Background: an optimization exercise with open tools, aiming at small area. Do not read the settings as production practice.
RTL that was checked went through simulation tests only; none was proved equivalent to the original.
No activity file was given, so power comes from the tool's default toggle rates.

## rev 12
// mipsCore
module mipsCore (
	input logic clock,
	input logic reset,
	input logic [32-1:0] wbDatR,
	input logic wbAck,
	output logic [32-1:0] wbAdr,
	output logic [32-1:0] wbDatW,
	output logic [3:0] wbSel,
	output logic wbWe,
	output logic wbCyc,
	output logic wbStb,
	output logic halted
);
For scale: about 1700 cells after synthesis, ~1100 flip-flops, roughly 110 I/O pins, about 27000 um2 of cells after synthesis.
export LEC_CHECK = 0
export CAP_MARGIN = 20
export CORE_MARGIN = 2
export CORE_UTILIZATION = 40
export SLEW_MARGIN = 20
create_clock -name core_clock -period 10.0 [get_ports {clock}]
standard.sh (not shown) runs the stock make flow with config.mk's settings and CLKGATE_MAP_FILE= SYNTH_SCRIPT=/design/flow/synth_recipe.tcl, a recipe that flattens the netlist after the stock synthesis.
==> flow/flow/run.sh <==
#!/bin/bash
# The standard layout (standard.sh) with two placement/CTS options changed:
# ports are buffered with buf_1 instead of the default cell, and CTS
# clusters sinks into larger groups without inserting dummy loads.
set -eo pipefail
cp standard.sh standard_sh_copy.txt
export BUFFER_PORTS_ARGS="-buffer_cell sky130_fd_sc_hd__buf_1"
export CTS_ARGS="-sink_clustering_enable -repair_clock_nets -dont_use_dummy_load -buf_list sky130_fd_sc_hd__clkbuf_8 -sink_clustering_size 20 -sink_clustering_max_diameter 50"
bash standard.sh > standard.log 2>&1
Edits applied to the flow inputs when going from rev 12 to rev 13:
--- a/flow/design.v
+++ b/flow/design.v
@@ -94,17 +94,18 @@
 	typedef enum logic [2:0] {
 		cNop, cAddSub, cLogic, cLui, cJ, cBr, cLoad, cStore
 	} clsT;
 	stateT state, nextState;
 	clsT cls;
 	logic [3:0] ph;
-	logic [31:0] ar, ir;
+	logic [31:0] ar, ir, irn;  
+	assign ir = ~irn;
 	logic [1:0] lsv;
 	logic z;
 	logic [4:0] xa, xb;
-	logic sgn, isByte, ovf, eqAcc, cInc, cAdd, lsh;
+	logic sgn, isByte, ovf, eqAcc, cInc, cAdd;
 	logic [1:0] rdA, rdB;
 	logic [63:0] lowBits;
 	logic we, clr;
 	logic [4:0] widx;
 	logic [1:0] wd;
 	assign lowBits[1:0] = 2'b00;
@@ -140,22 +141,28 @@
 		case (cls)
 			cLoad, cStore: ay = (ph < 4'd8) ? ir2 : {2{sgn}};
 			cBr: begin
 				ax = ar2;
 				ay = (ph == 4'd0) ? 2'b00 : (ph <= 4'd8) ? ir2 : {2{sgn}};
 			end
+			cJ: begin
+				ax = (ph >= 4'd14) ? ar2 : 2'b00;
+				ay = (ph == 4'd0 || ph >= 4'd14) ? 2'b00 : ir2;
+			end
 			default: if (ir[1]) begin
 				ay = ~rdB;
 				if (ph == 4'd0)
 					cin = 1'b1;
 			end
 		endcase
 	end
 	assign {c1, sum[0]} = ax[0] + ay[0] + cin;
 	assign {c2, sum[1]} = ax[1] + ay[1] + c1;
+	logic [1:0] irLane;
 	assign z = (xb == 5'd0);
+	assign irLane = ir[{lsv, 3'b000} +: 2];
 	assign lane = (isByte && !z) ? ar[1:0] : 2'b00;
 	assign nlane = 2'b00 - lane;
 	assign start = {nlane, 2'b00};
 	logic irLoad, irSh, arSh, fetchAck;
 	logic [1:0] arIn, irIn;
 	clsT dCls;
@@ -218,37 +225,33 @@
 					end
 					cLui: begin
 						we = 1'b1;
 						wd = ph[3] ? ir2 : 2'b00;
 						irSh = ph[3];
 					end
-					cJ: begin
-						arIn = (ph == 4'd0) ? 2'b00 : (ph <= 4'd13) ? ir2 : incOut;
-						irSh = (ph != 4'd0);
-					end
 					cLoad, cStore: begin
 						arIn = sum;
 						irSh = 1'b1;
 						if (z)
 							irIn = incOut;
 						we = !z;
 						wd = incOut;
 					end
 					default: ;
 				endcase
 				if (ph == 4'd15)
 					case (cls)
-						cAddSub: nextState = sEx2;
+						cAddSub, cJ: nextState = sEx2;
 						cBr: nextState = ((eqAcc && rdA == rdB) != ir[26]) ? sEx2 : sFetch;
 						cLoad: nextState = sLReq;
 						cStore: nextState = (isByte && !z && ar[3:2] != 2'b00) ? sSExtra : sSReq;
 						default: nextState = sFetch;
 					endcase
 			end
 			sEx2: begin
-				if (cls == cBr) begin
+				if (cls == cBr || cls == cJ) begin
 					arSh = 1'b1;
 					arIn = sum;
 					irSh = (ph != 4'd0);
 				end else if (ovf) begin
 					arSh = 1'b1;
 					arIn = (ph == 4'd3) ? 2'b10 : 2'b00;  
@@ -257,23 +260,20 @@
 				end
 				if (ph == 4'd15)
 					nextState = sFetch;
 			end
 			sLReq: if (wbAck) begin
 				irLoad = !z;
-				nextState = (ph == 4'd15 && lane == 2'b00) ? sLW2 : sLWait;
-			end
-			sLWait: begin
-				irSh = (lane != 2'b00) && (lsh || ph == start);
-				if (ph == 4'd15 && (lane == 2'b00 || lsh))
-					nextState = sLW2;
+				nextState = (ph == 4'd15) ? sLW2 : sLWait;
 			end
+			sLWait: if (ph == 4'd15)
+				nextState = sLW2;
 			sLW2: begin
 				irSh = 1'b1;
 				we = !z;
-				wd = (isByte && ph >= 4'd4) ? 2'b00 : ir2;
+				wd = (isByte && ph >= 4'd4) ? 2'b00 : irLane;
 				arSh = 1'b1;
 				arIn = z ? ir2 : rdB;
 				if (ph == 4'd15)
 					nextState = sFetch;
 			end
 			sSExtra: begin
@@ -289,13 +289,13 @@
 			sSW2: begin
 				arSh = 1'b1;
 				arIn = z ? ir2 : rdB;
 				irSh = 1'b1;
 				irIn = ir2;
 				we = !z;
-				wd = ir[{lsv, 3'b000} +: 2];
+				wd = irLane;
 				if (ph == 4'd15)
 					nextState = sFetch;
 			end
 			sHalt: ;
 			default: nextState = sFetch;
 		endcase
@@ -308,18 +308,18 @@
 			state <= nextState;
 			ph <= ph + 4'd1;
 		end
 	end
 	always_ff @(posedge clock) begin
 		if (irLoad)
-			ir <= wbDatR;
+			irn <= ~wbDatR;
 		else if (irSh)
-			ir <= {irIn, ir[31:2]};
+			irn <= {~irIn, irn[31:2]};
 		if (arSh)
 			ar <= {arIn, ar[31:2]};
-		if (state == sSReq)
+		if (state == sSReq || state == sLReq)
 			lsv <= lane;
 		if (fetchAck) begin
 			xa <= wbDatR[25:21];
 			xb <= wbDatR[20:16];
 			sgn <= wbDatR[15];
 			cls <= dCls;
@@ -327,16 +327,15 @@
 		end
 		cInc <= incCo;
 		cAdd <= c2;
 		if (state == sEx1 && ph == 4'd15)
 			ovf <= c1 ^ c2;
 		eqAcc <= (rdA == rdB) && (eqAcc || ph == 4'd0);
-		lsh <= (state == sLWait) && irSh;
 	end
 	assign wbAdr = ar;
-	assign wbDatW = z ? 32'd0 : ir;
+	assign wbDatW = ~(irn | {32{z}});
 	assign wbSel = (isByte && (state == sLReq || state == sSReq)) ? (4'b0001 << ar[1:0]) : 4'b1111;
 	assign wbWe = (state == sSReq);
 	assign wbCyc = (state == sFetch || state == sLReq || state == sSReq);
 	assign wbStb = wbCyc;
 	assign halted = (state == sHalt);
 endmodule
### Flow results
- Routed wire in rev 13 totals less than in rev 12.
- Rev 13 vs. rev 12: cell area after technology mapping went down by 1.2%.
- Rev 13 — cell leakage power 0.13 nW higher, rev 12 as reference
- Number of clock-tree buffers in the layout came out lower on rev 13 than on rev 12.
- Summary of rev 13 over rev 12: met2 wire length lower; overall power consumption lower.

---

Setup of run A:
The RTL this note starts from:
==> flow/design.v <==
`timescale 1ns/1ps
package isaPkg;
	typedef enum logic [5:0] {
		opSpecial = 6'b000000,
		opJ = 6'b000010,
		opBeq = 6'b000100,
		opBne = 6'b000101,
		opLui = 6'b001111,
		opLw = 6'b100011,
		opLbu = 6'b100100,
		opSb = 6'b101000,
		opSw = 6'b101011
	} opcodeT;
	typedef enum logic [5:0] {
		fnBreak = 6'b001101,
		fnAdd = 6'b100000,
		fnSub = 6'b100010,
		fnAnd = 6'b100100,
		fnXor = 6'b100110
	} functT;
	typedef struct packed {
		opcodeT opcode;
		logic [5-1:0] rs;
		logic [5-1:0] rt;
		logic [5-1:0] rd;
		logic [4:0] shamt;
		functT funct;
	} rFormatT;
	typedef struct packed {
		opcodeT opcode;
		logic [5-1:0] rs;
		logic [5-1:0] rt;
		logic [15:0] imm;
	} iFormatT;
	typedef union packed {
		rFormatT r;
		iFormatT i;
	} instrWord;
endpackage
`timescale 1ns/1ps
package ctrlPkg;
	typedef enum logic [3:0] {
		stReset,
		stFetch,
		stDecode,
		stMemAddr,
		stMemRead,
		stLoadWriteBack,
		stMemWrite,
		stRExec,
		stRWriteBack,
		stOverflow,
		stBranch,
		stJump,
		stLui,
		stHalt
	} ctrlStateT;
	typedef enum logic [2:0] {
		aluAdd = 3'b001,
		aluSub = 3'b010,
		aluAnd = 3'b011,
		aluXor = 3'b110,
		aluLui = 3'b111
	} aluOpT;
	typedef enum logic {srcAPc, srcARegA} srcASelT;
	typedef enum logic [1:0] {srcBRegB, srcBStep, srcBImm, srcBBranch} srcBSelT;
	typedef enum logic [1:0] {pcAluResult, pcAluOut, pcJumpTarget, pcExcVector} pcSrcT;
	typedef enum logic {wbAluOut, wbLoadData} wbSrcT;
	typedef enum logic {accWord, accByte} accessSizeT;
endpackage
`timescale 1ns/1ps
`timescale 1ns/1ps
`timescale 1ns/1ps
`timescale 1ns/1ps
`timescale 1ns/1ps
`timescale 1ns/1ps
module mipsCore (
	input logic clock,
	input logic reset,
	input logic [32-1:0] wbDatR,
	input logic wbAck,
	output logic [32-1:0] wbAdr,
	output logic [32-1:0] wbDatW,
	output logic [3:0] wbSel,
	output logic wbWe,
	output logic wbCyc,
	output logic wbStb,
	output logic halted
);
	typedef enum logic [3:0] {
		sClear, sFetch, sDec, sEx1, sEx2, sLReq, sLWait, sLW2,
		sSExtra, sSReq, sSWait, sSW2, sHalt
	} stateT;
	typedef enum logic [2:0] {
		cNop, cAddSub, cLogic, cLui, cJ, cBr, cLoad, cStore
	} clsT;
	stateT state, nextState;
	clsT cls;
	logic [3:0] ph;
	logic [31:0] ar, ir, irn;  
	assign ir = ~irn;
	logic z;
	logic [4:0] xa, xb;
	logic sgn, isByte, flag, cInc, cAdd;
	logic [1:0] rdA, rdB;
	logic [63:0] lowBits;
	logic we, clr;
	logic [4:0] widx;
	logic [1:0] wd;
	assign lowBits[1:0] = 2'b00;
	genvar g;
	generate
		for (g = 1; g < 32; g++) begin : gReg
			logic sel;
			logic [31:0] r;
			assign sel = clr || (we && widx == g);
			assign lowBits[2*g +: 2] = r[1:0];
			always_ff @(posedge clock)
				r <= {sel ? (clr ? 2'b00 : wd) : r[1:0], r[31:2]};
		end
	endgenerate
	assign rdA = lowBits[{xa, 1'b0} +: 2];
	assign rdB = lowBits[{xb, 1'b0} +: 2];
	logic [1:0] ir2, ar2;
	logic [1:0] incOut;
	logic incIn, incCo;
	logic [1:0] ax, ay, sum;
	logic cin, c1, c2;
	logic [1:0] lane;
	logic [3:0] start;
	logic [1:0] nlane;
	assign ir2 = ir[1:0];
	assign ar2 = ar[1:0];
	assign incIn = (ph == 4'd1) || (cInc && ph != 4'd0);
	assign {incCo, incOut} = {1'b0, ar2} + {2'b00, incIn};
	always_comb begin
		ax = rdA;
		ay = rdB;
		cin = (ph == 4'd0) ? 1'b0 : cAdd;
		case (cls)
			cLoad, cStore: ay = (ph < 4'd8) ? ir2 : {2{sgn}};
			cBr: begin
				ax = ar2;
				ay = (ph == 4'd0) ? 2'b00 : (ph <= 4'd8) ? ir2 : {2{sgn}};
			end
			cJ: begin
				ax = (ph >= 4'd14) ? ar2 : 2'b00;
				ay = (ph == 4'd0 || ph >= 4'd14) ? 2'b00 : ir2;
			end
			default: if (ir[1]) begin
				ay = ~rdB;
				if (ph == 4'd0)
					cin = 1'b1;
			end
		endcase
	end
	assign {c1, sum[0]} = ax[0] + ay[0] + cin;
	assign {c2, sum[1]} = ax[1] + ay[1] + c1;
	logic [1:0] irLane;
	assign z = (xb == 5'd0);
	assign irLane = ir[{xa[1:0], 3'b000} +: 2];
	assign lane = (isByte && !z) ? ar[1:0] : 2'b00;
	assign nlane = 2'b00 - lane;
	assign start = {nlane, 2'b00};
	logic irLoad, irSh, arSh, fetchAck;
	logic [1:0] arIn, irIn;
	clsT dCls;
	logic [5:0] op, fn;
	always_comb begin
		op = wbDatR[31:26];
		fn = wbDatR[5:0];
		dCls = cNop;
		case (op)
			6'h00: case (fn)
				6'h20, 6'h22: dCls = cAddSub;
				6'h24, 6'h26: dCls = cLogic;
				default: dCls = cNop;
			endcase
			6'h02: dCls = cJ;
			6'h04, 6'h05: dCls = cBr;
			6'h0F: dCls = cLui;
			6'h23, 6'h24: dCls = cLoad;
			6'h28, 6'h2B: dCls = cStore;
			default: dCls = cNop;
		endcase
	end
	assign fetchAck = (state == sFetch) && wbAck;
	assign widx = (cls == cAddSub || cls == cLogic) ? ir[15:11] : xb;
	always_comb begin
		nextState = state;
		irLoad = 1'b0;
		irSh = 1'b0;
		arSh = 1'b0;
		arIn = incOut;
		irIn = rdB;
		we = 1'b0;
		wd = sum;
		clr = 1'b0;
		case (state)
			sClear: begin
				clr = 1'b1;
				arSh = 1'b1;
				arIn = 2'b00;
				if (ph == 4'd15)
					nextState = sFetch;
			end
			sFetch: if (wbAck) begin
				irLoad = 1'b1;
				if (wbDatR[31:26] == 6'h00 && wbDatR[5:0] == 6'h0D)
					nextState = sHalt;
				else if (ph == 4'd15)
					nextState = sEx1;
				else
					nextState = sDec;
			end
			sDec: if (ph == 4'd15)
				nextState = sEx1;
			sEx1: begin
				arSh = 1'b1;
				case (cls)
					cLogic: begin
						we = 1'b1;
						wd = ir[1] ? (rdA ^ rdB) : (rdA & rdB);
					end
					cLui: begin
						we = 1'b1;
						wd = ph[3] ? ir2 : 2'b00;
						irSh = ph[3];
					end
					cLoad, cStore: begin
						arIn = sum;
						irSh = 1'b1;
						if (z)
							irIn = incOut;
						we = !z;
						wd = incOut;
					end
					default: ;
				endcase
				if (ph == 4'd15)
					case (cls)
						cAddSub, cJ: nextState = sEx2;
						cBr: nextState = ((flag && rdA == rdB) != ir[26]) ? sEx2 : sFetch;
						cLoad: nextState = sLReq;
						cStore: nextState = (isByte && !z && ar[3:2] != 2'b00) ? sSExtra : sSReq;
						default: nextState = sFetch;
					endcase
			end
			sEx2: begin
				if (cls == cBr || cls == cJ) begin
					arSh = 1'b1;
					arIn = sum;
					irSh = (ph != 4'd0);
				end else if (flag) begin
					arSh = 1'b1;
					arIn = (ph == 4'd3) ? 2'b10 : 2'b00;  
				end else begin
					we = 1'b1;
				end
				if (ph == 4'd15)
					nextState = sFetch;
			end
			sLReq: if (wbAck) begin
				irLoad = !z;
				nextState = (ph == 4'd15) ? sLW2 : sLWait;
			end
			sLWait: if (ph == 4'd15)
				nextState = sLW2;
			sLW2: begin
				irSh = 1'b1;
				we = !z;
				wd = (isByte && ph >= 4'd4) ? 2'b00 : irLane;
				arSh = 1'b1;
				arIn = z ? ir2 : rdB;
				if (ph == 4'd15)
					nextState = sFetch;
			end
			sSExtra: begin
				irSh = 1'b1;
				irIn = ir2;
				if (ph == start - 4'd1)
					nextState = sSReq;
			end
			sSReq: if (wbAck)
				nextState = (ph == 4'd15) ? sSW2 : sSWait;
			sSWait: if (ph == 4'd15)
				nextState = sSW2;
			sSW2: begin
				arSh = 1'b1;
				arIn = z ? ir2 : rdB;
				irSh = 1'b1;
				irIn = ir2;
				we = !z;
				wd = irLane;
				if (ph == 4'd15)
					nextState = sFetch;
			end
			sHalt: ;
			default: nextState = sFetch;
		endcase
	end
	always_ff @(posedge clock) begin
		if (reset) begin
			state <= sClear;
			ph <= 4'd0;
		end else begin
			state <= nextState;
			ph <= ph + 4'd1;
		end
	end
	always_ff @(posedge clock) begin
		if (irLoad)
			irn <= ~wbDatR;
		else if (irSh)
			irn <= {~irIn, irn[31:2]};
		if (arSh)
			ar <= {arIn, ar[31:2]};
		if (state == sSReq || state == sLReq)
			xa[1:0] <= lane;
		if (fetchAck) begin
			xa <= wbDatR[25:21];
			xb <= wbDatR[20:16];
			sgn <= wbDatR[15];
			cls <= dCls;
			isByte <= ~wbDatR[27];
		end
		cInc <= incCo;
		cAdd <= c2;
		if (cls == cBr)
			flag <= (rdA == rdB) && (flag || ph == 4'd0);
		else if (state == sEx1 && ph == 4'd15)
			flag <= c1 ^ c2;
	end
	assign wbAdr = ar;
	assign wbDatW = ~(irn | {32{z}});
	assign wbSel = (isByte && (state == sLReq || state == sSReq)) ? (4'b0001 << ar[1:0]) : 4'b1111;
	assign wbWe = (state == sSReq);
	assign wbCyc = (state == sFetch || state == sLReq || state == sSReq);
	assign wbStb = wbCyc;
	assign halted = (state == sHalt);
endmodule
clock: 10.0 ns
lec_check: 0
cap_margin: 20
core_margin: 2
core_utilization: 40
slew_margin: 20
==> flow/flow/run.sh <==
#!/bin/bash
# The standard layout (standard.sh) with two placement/CTS options changed:
# ports are buffered with buf_1 instead of the default cell, and CTS
# clusters sinks into larger groups without inserting dummy loads.
set -eo pipefail
cp standard.sh standard_sh_copy.txt
export BUFFER_PORTS_ARGS="-buffer_cell sky130_fd_sc_hd__buf_1"
export CTS_ARGS="-sink_clustering_enable -repair_clock_nets -dont_use_dummy_load -buf_list sky130_fd_sc_hd__clkbuf_4 -sink_clustering_size 11 -sink_clustering_max_diameter 40"
bash standard.sh > standard.log 2>&1
#### Input delta (run B over run A)
--- a/flow/design.v
+++ b/flow/design.v
@@ -98,26 +98,27 @@
 	clsT cls;
 	logic [3:0] ph;
 	logic [31:0] ar, ir, irn;  
 	assign ir = ~irn;
+	logic [1:0] lsv;
 	logic z;
 	logic [4:0] xa, xb;
-	logic sgn, isByte, flag, cInc, cAdd;
+	logic sgn, isByte, ovf, eqAcc, cInc, cAdd;
 	logic [1:0] rdA, rdB;
 	logic [63:0] lowBits;
-	logic we, clr;
+	logic we;
 	logic [4:0] widx;
 	logic [1:0] wd;
 	assign lowBits[1:0] = 2'b00;
 	genvar g;
 	generate
 		for (g = 1; g < 32; g++) begin : gReg
 			logic sel;
 			logic [31:0] r;
-			assign sel = clr || (we && widx == g);
+			assign sel = we && widx == g;
 			assign lowBits[2*g +: 2] = r[1:0];
 			always_ff @(posedge clock)
-				r <= {sel ? (clr ? 2'b00 : wd) : r[1:0], r[31:2]};
+				r <= {sel ? wd : r[1:0], r[31:2]};
 		end
 	endgenerate
 	assign rdA = lowBits[{xa, 1'b0} +: 2];
 	assign rdB = lowBits[{xb, 1'b0} +: 2];
@@ -157,9 +158,9 @@
 	assign {c1, sum[0]} = ax[0] + ay[0] + cin;
 	assign {c2, sum[1]} = ax[1] + ay[1] + c1;
 	logic [1:0] irLane;
 	assign z = (xb == 5'd0);
-	assign irLane = ir[{xa[1:0], 3'b000} +: 2];
+	assign irLane = ir[{lsv, 3'b000} +: 2];
 	assign lane = (isByte && !z) ? ar[1:0] : 2'b00;
 	assign nlane = 2'b00 - lane;
 	assign start = {nlane, 2'b00};
 	logic irLoad, irSh, arSh, fetchAck;
@@ -184,9 +185,9 @@
 			default: dCls = cNop;
 		endcase
 	end
 	assign fetchAck = (state == sFetch) && wbAck;
-	assign widx = (cls == cAddSub || cls == cLogic) ? ir[15:11] : xb;
+	assign widx = ((cls == cAddSub || cls == cLogic) && state != sClear) ? ir[15:11] : xb;
 	always_comb begin
 		nextState = state;
 		irLoad = 1'b0;
 		irSh = 1'b0;
@@ -194,15 +195,15 @@
 		arIn = incOut;
 		irIn = rdB;
 		we = 1'b0;
 		wd = sum;
-		clr = 1'b0;
 		case (state)
 			sClear: begin
-				clr = 1'b1;
+				we = 1'b1;
+				wd = 2'b00;
 				arSh = 1'b1;
 				arIn = 2'b00;
-				if (ph == 4'd15)
+				if (ph == 4'd15 && xb == 5'd31)
 					nextState = sFetch;
 			end
 			sFetch: if (wbAck) begin
 				irLoad = 1'b1;
@@ -239,9 +240,9 @@
 				endcase
 				if (ph == 4'd15)
 					case (cls)
 						cAddSub, cJ: nextState = sEx2;
-						cBr: nextState = ((flag && rdA == rdB) != ir[26]) ? sEx2 : sFetch;
+						cBr: nextState = ((eqAcc && rdA == rdB) != ir[26]) ? sEx2 : sFetch;
 						cLoad: nextState = sLReq;
 						cStore: nextState = (isByte && !z && ar[3:2] != 2'b00) ? sSExtra : sSReq;
 						default: nextState = sFetch;
 					endcase
@@ -250,9 +251,9 @@
 				if (cls == cBr || cls == cJ) begin
 					arSh = 1'b1;
 					arIn = sum;
 					irSh = (ph != 4'd0);
-				end else if (flag) begin
+				end else if (ovf) begin
 					arSh = 1'b1;
 					arIn = (ph == 4'd3) ? 2'b10 : 2'b00;  
 				end else begin
 					we = 1'b1;
@@ -315,22 +316,26 @@
 			irn <= {~irIn, irn[31:2]};
 		if (arSh)
 			ar <= {arIn, ar[31:2]};
 		if (state == sSReq || state == sLReq)
-			xa[1:0] <= lane;
+			lsv <= lane;
+		if (reset)
+			xb <= 5'd0;
+		else if (fetchAck)
+			xb <= wbDatR[20:16];
+		else if (state == sClear && ph == 4'd15)
+			xb <= xb + 5'd1;
 		if (fetchAck) begin
 			xa <= wbDatR[25:21];
-			xb <= wbDatR[20:16];
 			sgn <= wbDatR[15];
 			cls <= dCls;
 			isByte <= ~wbDatR[27];
 		end
 		cInc <= incCo;
 		cAdd <= c2;
-		if (cls == cBr)
-			flag <= (rdA == rdB) && (flag || ph == 4'd0);
-		else if (state == sEx1 && ph == 4'd15)
-			flag <= c1 ^ c2;
+		if (state == sEx1 && ph == 4'd15)
+			ovf <= c1 ^ c2;
+		eqAcc <= (rdA == rdB) && (eqAcc || ph == 4'd0);
 	end
 	assign wbAdr = ar;
 	assign wbDatW = ~(irn | {32{z}});
 	assign wbSel = (isByte && (state == sLReq || state == sSReq)) ? (4'b0001 << ar[1:0]) : 4'b1111;
Run B completed every stage of the flow, and the final layout passed the timing, DRC and antenna checks.
Relative to run A, total power draw has increased by about 7% in run B.
Arithmetic-cell share of the synthesized area counting full adders, half adders and majority gates: run A vs run B — no meaningful difference
Relative to run A, the overall die area measured on run B has increased slightly.
Run A → run B: flip-flop and latch count after synthesis barely changed, detailed-route via count barely changed, clock insertion delay at the later pin of the skew report dropped 30 ps, post-synth design cell area climbed 390 um2, post-route cell area climbed 1.2%.
Compared with run A, run B shows a lower register share of the cell area.
The higher post-synthesis to final-layout area growth of run B and run A is in run A.
Higher part of the total power dissipated in sequential elements among run B and run A: run A
Diff run A -> run B | floorplan core area | up slightly
The RTL of run B was laid out without a check of its function.

what the ideal ports hide:
The results above use ideal ports. As a check the final layouts listed here were re-extracted and re-timed, cells and wires unchanged.
Step 1 (the two cells are an assumption about what drives the block):
set clk [get_ports {clock}]
set_driving_cell -lib_cell sky130_fd_sc_hd__clkbuf_16 $clk
set_driving_cell -lib_cell sky130_fd_sc_hd__buf_2 [delete_from_list [all_inputs] $clk]
Step 2 also shifts input and output timing later by t, the mid clock arrival at the registers, as if the neighbouring blocks saw the same clock.
Three values: ideal, step 1, step 2; two values: the first two.
run	shift t [ns]	slack for setup (ns)	worst slew at a driven data input, ns	cell pins on the clock port's net
rev 12	0.703	4.807 / 4.754 / 4.968	0.07	1
rev 13	0.691	5.390 / 5.338 / 5.729	0.05	1
run A	0.931	5.123 / 5.069 / 5.536	0.07	1
run B	0.914	5.039 / 4.987 / 5.474	0.06	1
After both steps setup and hold are still met in every run listed.
